From an optimization exercise on the open Yosys and OpenROAD flow, aimed at small area, a short achievable clock period and few clock cycles per item; shortcuts taken in it are not production practice. In this exercise RTL edits were held to simulation tests only and were not proved equivalent to the original. Power and IR drop assume default switching activity.

## script_token_lexer_top
module script_token_lexer_top #(
	parameter int TEXT_MAX = stl_pkg::TEXT_MAX_DEF
) (
	input  logic              clk,
	input  logic              arst_n,
	input  logic              in_valid,
	output logic              in_stall,
	input  logic [8:0]        in_item,
	output logic              out_valid,
	input  logic              out_stall,
	output logic [92:0]       out_item,
	input  logic              cfg_valid,
	output logic              cfg_ready,
	input  logic              cfg_data
);
	function automatic stl_pkg::cls_t classify(input logic [7:0] c, input logic is_end);
		stl_pkg::cls_t k;
		logic sym;
		unique case (c)
			8'h2B, 8'h2D, 8'h2A, 8'h2F, 8'h25, 8'h2C, 8'h3B, 8'h3A,
			8'h28, 8'h29, 8'h5B, 8'h5D, 8'h7B, 8'h7D: sym = 1'b1;
			default: sym = 1'b0;
		endcase
		k.lf     = c == 8'h0A;
		k.letter = (c >= 8'h61 && c <= 8'h7A) || (c >= 8'h41 && c <= 8'h5A);
		k.digit  = c >= 8'h30 && c <= 8'h39;
		k.und    = c == 8'h5F;
		k.dot    = c == 8'h2E;
		k.dq     = c == 8'h22;
		k.sq     = c == 8'h27;
		k.bsl    = c == 8'h5C;
		k.eq     = c == 8'h3D;
		k.cmpch  = c == 8'h3D || c == 8'h3C || c == 8'h3E;
		k.sym    = sym;
		k.lf_sym = k.lf || sym;
		k.rb     = k.lf || k.letter || sym;
		k.e_lo   = 2'b00;
		if (is_end) begin
			k = '0;
		end
		k.e_lo   = c[3] ? 2'b11 : c[2:1];
		classify = k;
	endfunction
	logic        nl_en_q;
	logic        in_v_q;
	logic [7:0]  in_c_q;
	logic        in_end_q;
	logic        in_nl_q;
	stl_pkg::cls_t in_cls_q;
	logic        accept;
	logic        consume;
  ...
Size in the first run: about 170 flip-flops, ~110 I/O pins, about 11,000 um2 of cells after synthesis.
==> flow/config.mk <==
export PLATFORM = sky130hd
export DESIGN_NAME = script_token_lexer_top
export DESIGN_NICKNAME = script_token_lexer_top
export VERILOG_FILES = /design/flow/design.v
export SDC_FILE = /design/flow/constraint.sdc
export NUM_CORES = 4
export LEC_CHECK = 0
export CAP_MARGIN = 20
export CORE_MARGIN = 2
export CORE_UTILIZATION = 75
export SETUP_SLACK_MARGIN = 2.1
export SLEW_MARGIN = 20
==> flow/constraint.sdc <==
create_clock -name core_clock -period 5.0 [get_ports {clk}]
set_input_delay 1.0000 -clock core_clock [delete_from_list [all_inputs] [get_ports {clk}]]
set_output_delay 1.0000 -clock core_clock [all_outputs]
set_load 0.01 [all_outputs]
standard.sh (not shown) runs the stock make flow with config.mk's settings and CLKGATE_MAP_FILE= SYNTH_SCRIPT=/design/flow/synth_recipe.tcl, a recipe that flattens the netlist after the stock synthesis.
==> flow/flow/run.sh <==
#!/bin/bash
# Layout flow: the standard flow (standard.sh, synthesis included) with
# two changes to how the layout is built:
# - the port buffers that placement inserts are plain buffers
#   (sky130_fd_sc_hd__buf_1) instead of the delay cells buffer_ports
#   picks by default;
# - clock tree synthesis uses clkbuf_8 buffers and no dummy loads.
set -e
cp standard.sh standard_sh_copy.txt
export BUFFER_PORTS_ARGS="-buffer_cell sky130_fd_sc_hd__buf_1"
export CTS_ARGS="-sink_clustering_enable -repair_clock_nets -sink_clustering_size 30 -sink_clustering_max_diameter 100 -buf_list sky130_fd_sc_hd__clkbuf_8 -dont_use_dummy_load"
bash standard.sh > standard.log 2>&1
Testbench counts at the start, summed over its fixed seeds: cycles 44,563, items 44,472.
Then changed:
- SETUP_SLACK_MARGIN: 2.1 -> 2.0
The changed run produced a clean layout.
Via count drops by 6.8%.
First-iteration DRC count drops by 32%.
Cell area drops by 2.6%.
Synthesized cell count does not change.
Wire length drops by 11%.
Non-clock buffer count drops by 31.
Sequential power stays flat.
Total power drops by 3.4%.
Utilization drops by 2.3 points.
Then changed:
- SETUP_SLACK_MARGIN: 2.0 -> 1.8
Effect: The new run finished with timing, DRC and antenna clean. Combinational power falls by about 5%. Clock power rises by about 0.8%. Non-clock buffer count falls by 14. Final cell count falls by 0.95%. Routed wire length falls by 2.8%. Power falls by 2.5%. Synthesized cell count does not change. Global-route usage falls by 0.83 points. First-iteration DRC count rises by 21%. Worst hold slack gets better by 4.5 ps. Via count falls by 0.70%.
Then changed:
- CORE_UTILIZATION: 75 -> 65
- SETUP_SLACK_MARGIN: 1.8 -> 2.0
Result: The new run finished with timing, DRC and antenna clean; wire length hardly moves; setup slack improved by 120 ps; combinational power went up by about 1%; core utilization came out lower by 9.2 points; synthesized area does not change; global-route usage shrinks by 4.2 points; total power is about the same; design area went up by about 1.7%; fmax grows by about 4%; non-clock buffer count grows by 14; final cell count increases by 3.4%.
Then changed:
- CORE_UTILIZATION: 65 -> 75
- SETUP_SLACK_MARGIN: 2.0 -> 1.9
Outcome: Count of clock-buffer cells in the layout does not change; final area goes down by 1.1%; global-route usage is higher by 4.7 points; synthesized area stays the same; via count climbs by 2.0%; core utilization came out higher by 9.7 points; maximum frequency is lower by about 0.8%; die area goes down by 13%; power goes up by about 0.5%; setup slack gets worse by 25 ps; critical path depth fell by 3.


build 78:
script_token_lexer_top, a different RTL version from the one above (not shown whole).
For scale: ~1300 cells after synthesis, about 110 I/O pins, about 11000 sq um of cells after synthesis.
// script_token_lexer_top
module script_token_lexer_top #(
	parameter int TEXT_MAX = stl_pkg::TEXT_MAX_DEF
) (
	input  logic              clk,
	input  logic              arst_n,
	input  logic              in_valid,
	output logic              in_stall,
	input  logic [8:0]        in_item,
	output logic              out_valid,
	input  logic              out_stall,
	output logic [92:0]       out_item,
	input  logic              cfg_valid,
	output logic              cfg_ready,
	input  logic              cfg_data
);
==> flow/config.mk <==
export PLATFORM = sky130hd
export DESIGN_NAME = script_token_lexer_top
export DESIGN_NICKNAME = script_token_lexer_top
export VERILOG_FILES = /design/flow/design.v
export SDC_FILE = /design/flow/constraint.sdc
export NUM_CORES = 4
export LEC_CHECK = 0
export CAP_MARGIN = 20
export CORE_MARGIN = 2
export CORE_UTILIZATION = 65
export CTS_BUF_LIST = sky130_fd_sc_hd__clkbuf_4 sky130_fd_sc_hd__clkbuf_8
export SLEW_MARGIN = 20
==> flow/constraint.sdc <==
create_clock -name core_clock -period 5.0 [get_ports {clk}]
set_input_delay 1.0000 -clock core_clock [delete_from_list [all_inputs] [get_ports {clk}]]
set_output_delay 1.0000 -clock core_clock [all_outputs]
set_load 0.01 [all_outputs]
run.sh (not shown) runs the stock make flow with config.mk's settings and CLKGATE_MAP_FILE= SYNTH_SCRIPT=/design/flow/synth_recipe.tcl, a recipe that flattens the netlist after the stock synthesis.
Stock flow here: none of the scripts above is used.
Build 78 reached the final stage; the timing, DRC and antenna checks on its layout passed.
Testbench counts of build 78, summed over its fixed seeds: cycles 44,563, items 44,472.
### build 78 -> build 24
==> flow/flow/run.sh (new file) <==
#!/bin/bash
# Layout flow: the standard flow, with the port buffers that placement
# inserts made plain buffers (sky130_fd_sc_hd__buf_2) instead of the
# delay cells buffer_ports picks by default. Everything else is the
# standard flow (standard.sh), synthesis included.
set -e
cp standard.sh standard_sh_copy.txt
export BUFFER_PORTS_ARGS="-buffer_cell sky130_fd_sc_hd__buf_2"
bash standard.sh > standard.log 2>&1
==> flow/standard.sh (new file) <==
#!/bin/bash
# synth_recipe.tcl (not shown) runs the flow's synth.tcl, then flattens the netlist and writes it again
# the make line also repeats each setting of config.mk as NAME=value (left out here)
make -C /OpenROAD-flow-scripts/flow DESIGN_CONFIG=/design/flow/config.mk WORK_HOME=/design/flow/orfs CLKGATE_MAP_FILE= SYNTH_SCRIPT=/design/flow/synth_recipe.tcl "${@:-finish}"
diff --git a/flow/config.mk b/flow/config.mk
--- a/flow/config.mk
+++ b/flow/config.mk
@@ -11,2 +11,3 @@
 export CTS_BUF_LIST = sky130_fd_sc_hd__clkbuf_4 sky130_fd_sc_hd__clkbuf_8
+export SETUP_SLACK_MARGIN = 1.5
 export SLEW_MARGIN = 20
removed: flow/run.sh
Findings:
- Relative to build 78, fraction of standard cell area that is sequential has gone up in build 24.
- Cell count | build 24 above build 78
- In build 24 relative to build 78, detailed-route wire length on metal 1 had gone up by a few percent.
- Fmax | build 24 vs build 78 | build 24 faster
- As far as final number of max-transition violations goes, build 78 and build 24 are indistinguishable; the numbers are identical.
- Looking at longest individual stage delay on the worst path, build 24 sits 0.26 ns lower than build 78 does.
- Amount of wire on met2 after detailed routing (higher): build 78
- Of the two candidates, build 78 has the worse least setup slack across all paths after layout and build 24 the better one.
- Build 24 vs build 78: total power down by a few percent
- | worst hold slack | higher: build 24 |
Inputs modified between build 24 and build 72:
diff --git a/flow/config.mk b/flow/config.mk
--- a/flow/config.mk
+++ b/flow/config.mk
@@ -11,3 +11,2 @@
 export CTS_BUF_LIST = sky130_fd_sc_hd__clkbuf_4 sky130_fd_sc_hd__clkbuf_8
-export SETUP_SLACK_MARGIN = 1.5
 export SLEW_MARGIN = 20
==> results.txt <==
Result for build 72 and build 24: all clean
The wire length of the first global-routing pass number comes out higher for build 72 vs build 24.
When build 72 is measured against build 24, its global-route usage turns out 0.35 points higher.
Compare build 72 and build 24 | final cycle utilization of the critical path lower: build 24
Fraction of area in registers: higher on build 72
Looking at worst-path maximum fanout, build 72 sits above build 24.
Build 72 vs build 24, transition time at the pin with the least slew margin went down by 0.045 ns.
Changes observed in build 72 relative to build 24: weighted congestion reported at the end of routability-driven placement went down about 1.6%, combinational power share now sits lower, layout overhead on the synthesized area lost 0.70 points, minimum setup slack in the final design now sits lower.

==> afterwards: timing with drivers on the ports <==
No port has a modelled driver above. Below, the same layouts with a new extraction and two added sets of constraints.
Step 1 assumes that a clkbuf_16 drives the clock port and a buf_2 every other input.
Step 2 also shifts input and output timing later by t, the mid clock arrival at the registers, as if the neighbouring blocks saw the same clock.
a / b / c = ideal / step 1 / step 2; a / b = the first two.
run | t, ns | slack for setup (ns) | worst register clock-pin slew, ns | pins driven straight from the clock port
the first run of note 1 | 0.502 | 1.966 / 1.966 / 1.764 | 0.10 / 0.10 | 1
the second run of note 1 | 0.496 | 2.012 / 1.981 / 1.711 | 0.10 / 0.10 | 1
the third run of note 1 | 0.493 | 1.895 / 1.867 / 1.567 | 0.09 / 0.09 | 1
the fourth run of note 1 | 0.483 | 2.015 / 2.015 / 1.717 | 0.10 / 0.10 | 1
the fifth run of note 1 | 0.483 | 1.990 / 1.952 / 1.517 | 0.09 / 0.09 | 1
build 78 | 0.518 | 1.111 / 1.111 / 1.111 | 0.11 / 0.11 | 1
build 24 | 0.503 | 1.620 / 1.620 / 1.620 | 0.10 / 0.10 | 1
build 72 | 0.504 | 1.213 / 1.213 / 1.213 | 0.11 / 0.11 | 1
After both steps setup and hold are still met in every run listed. For the fifth run of note 1, which loses most, drivers alone change the setup slack by -0.038 ns; drivers and shift together by -0.473 ns.
